Context: an optimization exercise on an open-source flow, tuned for small area. The choices shown serve that exercise and are no tape-out recipe. Function was checked by simulation only, so behaviour that the tests miss may differ from the original. Power is estimated from default activity; no workload was simulated.

==> flow/design.v <==
module iot_filter_engine #(
    parameter int DATA_W  = 128,
    parameter int IN_W    = 8,
    parameter int GROUP_N = 8,
    parameter int FRAME_N = 96
) (
    input  logic                clk,
    input  logic                rst,
    input  logic                in_en,
    input  logic [IN_W-1:0]     iot_in,
    input  logic [2:0]          fn_sel,
    input  logic [DATA_W-1:0]   thr_lo,
    input  logic [DATA_W-1:0]   thr_hi,
    output logic                busy,
    output logic                valid,
    output logic [DATA_W-1:0]   iot_out,
    output logic                frame_done
);
    localparam int BEATS = DATA_W / IN_W;
    localparam int BW    = (BEATS > 1) ? $clog2(BEATS) : 1;
    localparam int LG    = $clog2(GROUP_N);
    localparam int WW    = $clog2(FRAME_N);
    localparam int AW    = DATA_W + LG;
    localparam logic [2:0] M_PASS    = 3'b000;
    localparam logic [2:0] M_MAX     = 3'b001;
    localparam logic [2:0] M_MIN     = 3'b010;
    localparam logic [2:0] M_AVG     = 3'b011;
    localparam logic [2:0] M_EXTRACT = 3'b100;
    localparam logic [2:0] M_EXCLUDE = 3'b101;
    localparam logic [2:0] M_PMAX    = 3'b110;
    localparam logic [2:0] M_PMIN    = 3'b111;
    logic [BW-1:0]     beat_q;
    logic [WW-1:0]     wcnt_q;       
    logic              word_vld_q;   
    logic              busy_q, valid_q, fdone_q;
    logic [DATA_W-1:0] out_q;
    logic [DATA_W-1:0] sr_q;
    logic [2:0]        mode_q;
    logic [AW-1:0]     a_q;
    logic [DATA_W-1:0] b_q;
    logic              have_q;       
    logic              flag_q;       
    function automatic logic [1:0] cmp(input logic [DATA_W-1:0] x, input logic [DATA_W-1:0] y);
        logic [DATA_W-1:0] g, l;
        g = x & ~y;
        l = ~x & y;
        for (int w = DATA_W / 2; w >= 1; w = w / 2) begin
            for (int i = 0; i < w; i++) begin
                g[i] = g[2*i+1] | (~l[2*i+1] & g[2*i]);
                l[i] = l[2*i+1] | (~g[2*i+1] & l[2*i]);
            end
        end
        cmp = {g[0], l[0]};
    endfunction
    logic          accept, start, wlast;
    logic          pos0, grp_last, frm_last;
    logic          is_max, is_min, is_ext, is_avg, is_peak, is_rng;
    logic [1:0]    ca, cb;
    logic          lt_a, gt_b, lt_b;
    logic          take, ga, gs;
    logic [AW-1:0] sum;
    logic          hit, flag_d, emit;
    assign accept   = in_en && !busy_q;
    assign start    = accept && (beat_q == '0) && (wcnt_q == '0);
    assign wlast    = accept && (beat_q == BW'(BEATS - 1));
    assign pos0     = (wcnt_q[LG-1:0] == LG'(1));
    assign grp_last = (wcnt_q[LG-1:0] == '0);
    assign frm_last = (wcnt_q == '0);
    assign is_max  = (mode_q == M_MAX) || (mode_q == M_PMAX);
    assign is_min  = (mode_q == M_MIN) || (mode_q == M_PMIN);
    assign is_ext  = is_max || is_min;
    assign is_avg  = (mode_q == M_AVG);
    assign is_peak = mode_q[2] && mode_q[1];
    assign is_rng  = mode_q[2] && !mode_q[1];
    assign ca   = cmp(sr_q, a_q[DATA_W-1:0]);
    assign cb   = cmp(sr_q, b_q);
    assign lt_a = ca[0];
    assign gt_b = cb[1];
    assign lt_b = cb[0];
    assign take = pos0 || (is_max ? !lt_a : lt_a);
    assign ga   = is_ext ? !take : (is_avg && !pos0);
    assign gs   = is_ext ? take : 1'b1;
    assign sum  = (a_q & {AW{ga}}) + (AW'(sr_q) & {AW{gs}});
    assign hit    = mode_q[0] ? lt_b : gt_b;
    assign flag_d = (flag_q && !pos0) || hit;
    always_comb begin
        case (mode_q)
            M_PASS:               emit = 1'b1;
            M_EXTRACT:            emit = !lt_a && !gt_b;
            M_EXCLUDE:            emit = lt_a || gt_b;
            M_PMAX, M_PMIN:       emit = grp_last && (!have_q || flag_d);
            default:              emit = grp_last;
        endcase
    end
    always_ff @(posedge clk or negedge rst) begin
        if (!rst) begin
            beat_q     <= '0;
            wcnt_q     <= '0;
            word_vld_q <= 1'b0;
            busy_q     <= 1'b0;
            valid_q    <= 1'b0;
            fdone_q    <= 1'b0;
            out_q      <= '0;
        end else begin
            word_vld_q <= wlast;
            valid_q    <= word_vld_q && emit;
            fdone_q    <= word_vld_q && frm_last;
            if (fdone_q) busy_q <= 1'b0;
            if (accept) begin
                beat_q <= beat_q + 1'b1;
                if (wlast) begin
                    if (wcnt_q == WW'(FRAME_N - 1)) begin
                        wcnt_q <= '0;
                        busy_q <= 1'b1;
                    end else begin
                        wcnt_q <= wcnt_q + 1'b1;
                    end
                end
            end
            if (word_vld_q && emit) out_q <= is_avg ? sum[AW-1:LG] : sum[DATA_W-1:0];
        end
    end
    always_ff @(posedge clk) begin
        if (accept) sr_q <= {sr_q[DATA_W-IN_W-1:0], iot_in};
        if (start) begin
            mode_q <= fn_sel;
            a_q    <= AW'(thr_lo);
            b_q    <= thr_hi;
            have_q <= 1'b0;
        end else if (word_vld_q) begin
            if (mode_q != M_PASS && !is_rng) a_q <= sum;
            if (is_peak) begin
                flag_q <= flag_d;
                if (emit) begin
                    b_q    <= sum[DATA_W-1:0];
                    have_q <= 1'b1;
                end
            end
        end
    end
    assign busy       = busy_q;
    assign valid      = valid_q;
    assign iot_out    = out_q;
    assign frame_done = fdone_q;
endmodule
==> flow/run.sh <==
#!/bin/bash
# synth_recipe.tcl (not shown) runs the flow's synth.tcl, then flattens the netlist and writes it again
# the make line also repeats each setting of config.mk as NAME=value (left out here)
make -C /OpenROAD-flow-scripts/flow DESIGN_CONFIG=/design/flow/config.mk WORK_HOME=/design/flow/orfs CLKGATE_MAP_FILE= SYNTH_SCRIPT=/design/flow/synth_recipe.tcl finish
==> flow/config.mk <==
export PLATFORM = sky130hd
export DESIGN_NAME = iot_filter_engine
export DESIGN_NICKNAME = iot_filter_engine
export VERILOG_FILES = /design/flow/design.v
export SDC_FILE = /design/flow/constraint.sdc
export NUM_CORES = 4
export LEC_CHECK = 0
export CAP_MARGIN = 20
export CORE_MARGIN = 2
export CORE_UTILIZATION = 40
export SLEW_MARGIN = 20
==> flow/constraint.sdc <==
create_clock -name core_clock -period 9.0 [get_ports {clk}]
set_input_delay 1.8000 -clock core_clock [delete_from_list [all_inputs] [get_ports {clk}]]
set_output_delay 1.8000 -clock core_clock [all_outputs]
set_load 0.01 [all_outputs]
==> results.txt <==
-- final timing paths --
kind / start / end / slack (ns) / cells past startpoint
worst max-delay path: sr_q[24] / b_q[122] / 0.54 / 28
worst min register to register: sr_q[97] / sr_q[105] / 0.48 / 0
max in group asynchronous: rst / out_q[48] / 6.10 / 3
min in group asynchronous: rst / out_q[101] / 1.09 / 1
worst min-delay path: sr_q[97] / sr_q[105] / 0.48 / 0
worst max register to register: sr_q[24] / b_q[122] / 0.54 / 28
-- metrics by stage --
step	util	hold WS (ns)
after floorplan	-	0.441
after detailed placement	0.457	0.469
final	0.481	0.485
after CTS	0.480	0.486
after global routing	0.481	0.501
after global placement	0.457	0.456
-- power groups by stage --
stage	sequential [mW]	clock, mW	combinational [mW]
after global placement	2.67	0	0.146
after floorplan	2.67	0	0.00250
after detailed placement	2.67	0	0.144
after global routing	2.62	2.87	0.152
after CTS	2.62	2.78	0.146
final	2.62	2.73	0.144
-- cells in the mapped netlist (all sizes together), types with 22 or more instances --
master  number  area share
mux2       143       0.053
xnor2       85       0.020
nor2b      126       0.021
maj3       228       0.060
nor2       189       0.019
xor2        49       0.011
dfrtp      143       0.094
nand2b     132       0.022
clkbuf     147       0.014
nand3       30      0.0039
inv        184       0.018
buf         23      0.0074
nor3        34      0.0045
o21a        34      0.0067
o21bai      49      0.0097
nand4       71       0.012
a31oi       22      0.0036
a21oi      297       0.039
a21o       122       0.024
o21ai      253       0.034
edfxtp     388        0.31
nand2      801       0.079
and2       265       0.044
ha         133       0.044
-- sequential cells by signal (all words and copies together) (netlist names), 3 cells and up --
| register | count |
|---|---|
| a_q | 131 |
| b_q | 128 |
| out_q | 128 |
| sr_q | 128 |
| wcnt_q | 7 |
| beat_q | 4 |
| mode_q | 3 |
-- layout make-up --
type,count,area share
antenna,1,0.0000550
clock buffer,90,0.0421
clock inverter,31,0.00621
inverter,184,0.0152
multi-input combinational,3305,0.470
sequential,535,0.336
tap,1265,0.0348
timing repair buffer,436,0.0955
-- critical path, delay by kind of cell (launching register included) --
| family | cells | cell delay, ns |
|---|---|---|
| AND/OR/NAND/NOR | 7 | 1.66 |
| XOR/XNOR | 1 | 0.35 |
| AO/OA/AOI/OAI | 14 | 3.79 |
| buffers and inverters | 2 | 0.54 |
| adder cells (fa/ha/maj) | 4 | 1.38 |
| flip-flops | 1 | 0.48 |
-- cell usage in the layout (no fill, tap or decap), types with 9 or more instances in the layout --
master | synthesis | routed
mux2_2 | 35 | 35
ha_1 | 133 | 133
a21boi_0 | 18 | 18
a31o_2 | 9 | 9
o31ai_1 | 18 | 16
clkbuf_1 | 147 | 12
mux2i_1 | 14 | 14
nand2b_1 | 132 | 132
edfxtp_1 | 388 | 388
o21ai_0 | 251 | 249
clkbuf_16 | 0 | 71
a211oi_1 | 17 | 15
nand3_1 | 30 | 30
mux2_4 | 108 | 108
a21o_1 | 122 | 122
nor2_1 | 188 | 187
xor2_1 | 49 | 49
nor3_1 | 34 | 30
xnor2_1 | 85 | 85
clkdlybuf4s50_1 | 0 | 399
buf_4 | 0 | 30
a21oi_1 | 297 | 297
and2_1 | 265 | 265
nand2_1 | 801 | 798
o211ai_1 | 19 | 19
o21bai_1 | 49 | 49
nor2b_1 | 126 | 125
dfrtp_1 | 143 | 143
o21a_1 | 34 | 34
or2_2 | 18 | 18
clkinv_2 | 0 | 12
nand4_1 | 71 | 71
inv_1 | 184 | 184
maj3_1 | 224 | 224
nor4_1 | 10 | 10
a31oi_1 | 22 | 21
-- logic make-up (layout without fill, tap and decap cells) --
kind of cell             count (synthesis)  after routing  share of synthesized area
multiplexers                           157            157                     0.0566
AND/OR/NAND/NOR                       1718           1718                      0.216
AO/OA/AOI/OAI                          933            934                      0.150
adder cells (fa/ha/maj)                362            362                      0.104
XOR/XNOR                               134            134                     0.0308
flip-flops                             535            535                      0.402
buffers and inverters                  354            741                     0.0400
other                                    0              1                          0
-- per-layer routing --
layer / vias up / global-route usage / part of all wire
met2: 1010 / 0.418 / 0.46
met3: 155 / 0.0369 / 0.060
met4: 0 / 0.0730 / 0.025
met5: - / 0 / 0
li1: 15400 / - / -
met1: 15400 / 0.358 / 0.45
-- repair_timing --
action / 4_1_cts / 5_1_grt
cloned: 0 / 1
buffers inserted: 0 / 1
hold buffers: 0 / 0
gates resized for setup: 2 / 8
endpoints found under the setup margin: 17 / 50
pin swaps: 0 / 2
==> results.txt <==
* Ports at 401
* Worst-path clk slew at 0.06 ns
* P_int at 4.34 mW
* Synthesized area at 0.0381 mm^2
* Placed Cells at 5722
* Final non-filler cell total at 5847
* Ys Warns at 1
* Die area at 0.0977 mm^2
* Initial antenna violation count at 1
* Cell area power density at 121 mW/mm^2
* Hold Path Class: flip-flop to flip-flop
* Reg area at 0.0153 mm^2
* Unique cell type count in the Yosys netlist at 81
* Most frequent CP cell: o21ai_0
* Worst Skew at 0.0312 ns
* Ys flop type: edfxtp_1
* Synth async-reset ratio at 0.267
* Drt total wl at 129 mm
* HPWL after DPL at 98.1 mm
* Max Cap Viol at 0
* Area of the multi-input gates at 0.0214 mm^2
* Sink Count at 535
* Die H at 313 um
* All-Layer GR Usage at 0.258
* Comb power frac at 0.026
* Pins Over Slew Limit at 0
* Grt ovf at 0
* Clk pwr share at 0.497
* CTS buffer count at 66
* Die X-Extent at 313 um
* Crit. End Element: flip-flop
* First-pass GRT wire length at 194 mm
* Post-route minimum period at 8.46 ns
* Setup ws final at 0.545 ns
* Leakage power at 18.4 nW
* CP required at 9.37 ns
* DRC at 0
* Critical-path top delay cell: a21boi_4
* Sw Ratio at 0.209
* Routed WL per cell at 22.0 um
* Fin. Hold Viols at 0
* Crit Path Max Fanout at 24
* Gpl congestion at 0.926
* CTS max path bufs at 3
* Sw power at 1.15 mW
* Design area at 0.0455 mm^2
* DP Area at 0.0433 mm^2
* Layout area overhead at 19.5%
* Post-synth EDFFs at 388
* CTS tree: built
* Router iterations before antenna repair at 6
* Gate Count Post-Synth at 4193
* Largest net degree at the start of global routing at 213
* Crit start category: flip-flop
* Maximum clock rate at 118 MHz
* Final setup vio count at 0
* Post-synthesis sequential area ratio at 0.402
* Final net count at 4932
* Initial DRC count at 2719
* DR vias at 32000
* Worst skew pair latency at 0.63 ns
* CP max stage delay at 0.58 ns
* RSZ-0062 raised after global routing: no
* Tcrit/Tclk final at 0.939
* FF+latch count, synth at 535
* Core area at 0.0947 mm^2
* Mean Syn Cell Area at 9.09 um^2
* Vias in the first global route at 31700
* Port Buffers at 400
* Worst-Margin Slew at 1.09 ns
* Via density at 5.47
* Row count at 113
* CP Data Arrival Time at 8.83 ns
* Dpl ws at -0.245 ns
* Initial Utilization at 0.402
* Syn nets at 4597
* Sequential share of power at 0.477
* Normalized max-slew margin at 0.271
* Maximum VDD drop at 0.101 mV
* Pwr Total at 5.49 mW
* Final ANT Viol Nets at 0
* Root Buffer: clkbuf_16
* Fill count at 9140
* Status: no timing/DRC/antenna violations
* Sum Neg Setup Slack at 0 ns
* Share of cells above drive strength 1 at 0.0766
* H-tree lvl count at 3
* Crit path kind: flip-flop to flip-flop

-- afterwards: timing with drivers on the ports --
In the flow no input, the clock included, has a driving cell. The finished layout below was timed again as built, in two steps. Step 1: set_driving_cell puts a clkbuf_16 on clk and a buf_2 on each other input, an assumption about the parent block. Step 2, shift: input delay + t, output delay - t, t = (earliest + latest rising clock arrival at the registers) / 2. This alone moves slack from input paths to output paths. Three values: ideal, step 1, step 2; two values: the first two.
shift t [ns]: 0.682
slack for setup (ns): 0.545 / 0.545 / 0.545
worst data-port slew with drivers (ns): 0.06
After both steps this run still meets setup and hold. For this run, drivers alone change the setup slack by 0.000 ns; drivers and shift together by 0.000 ns.
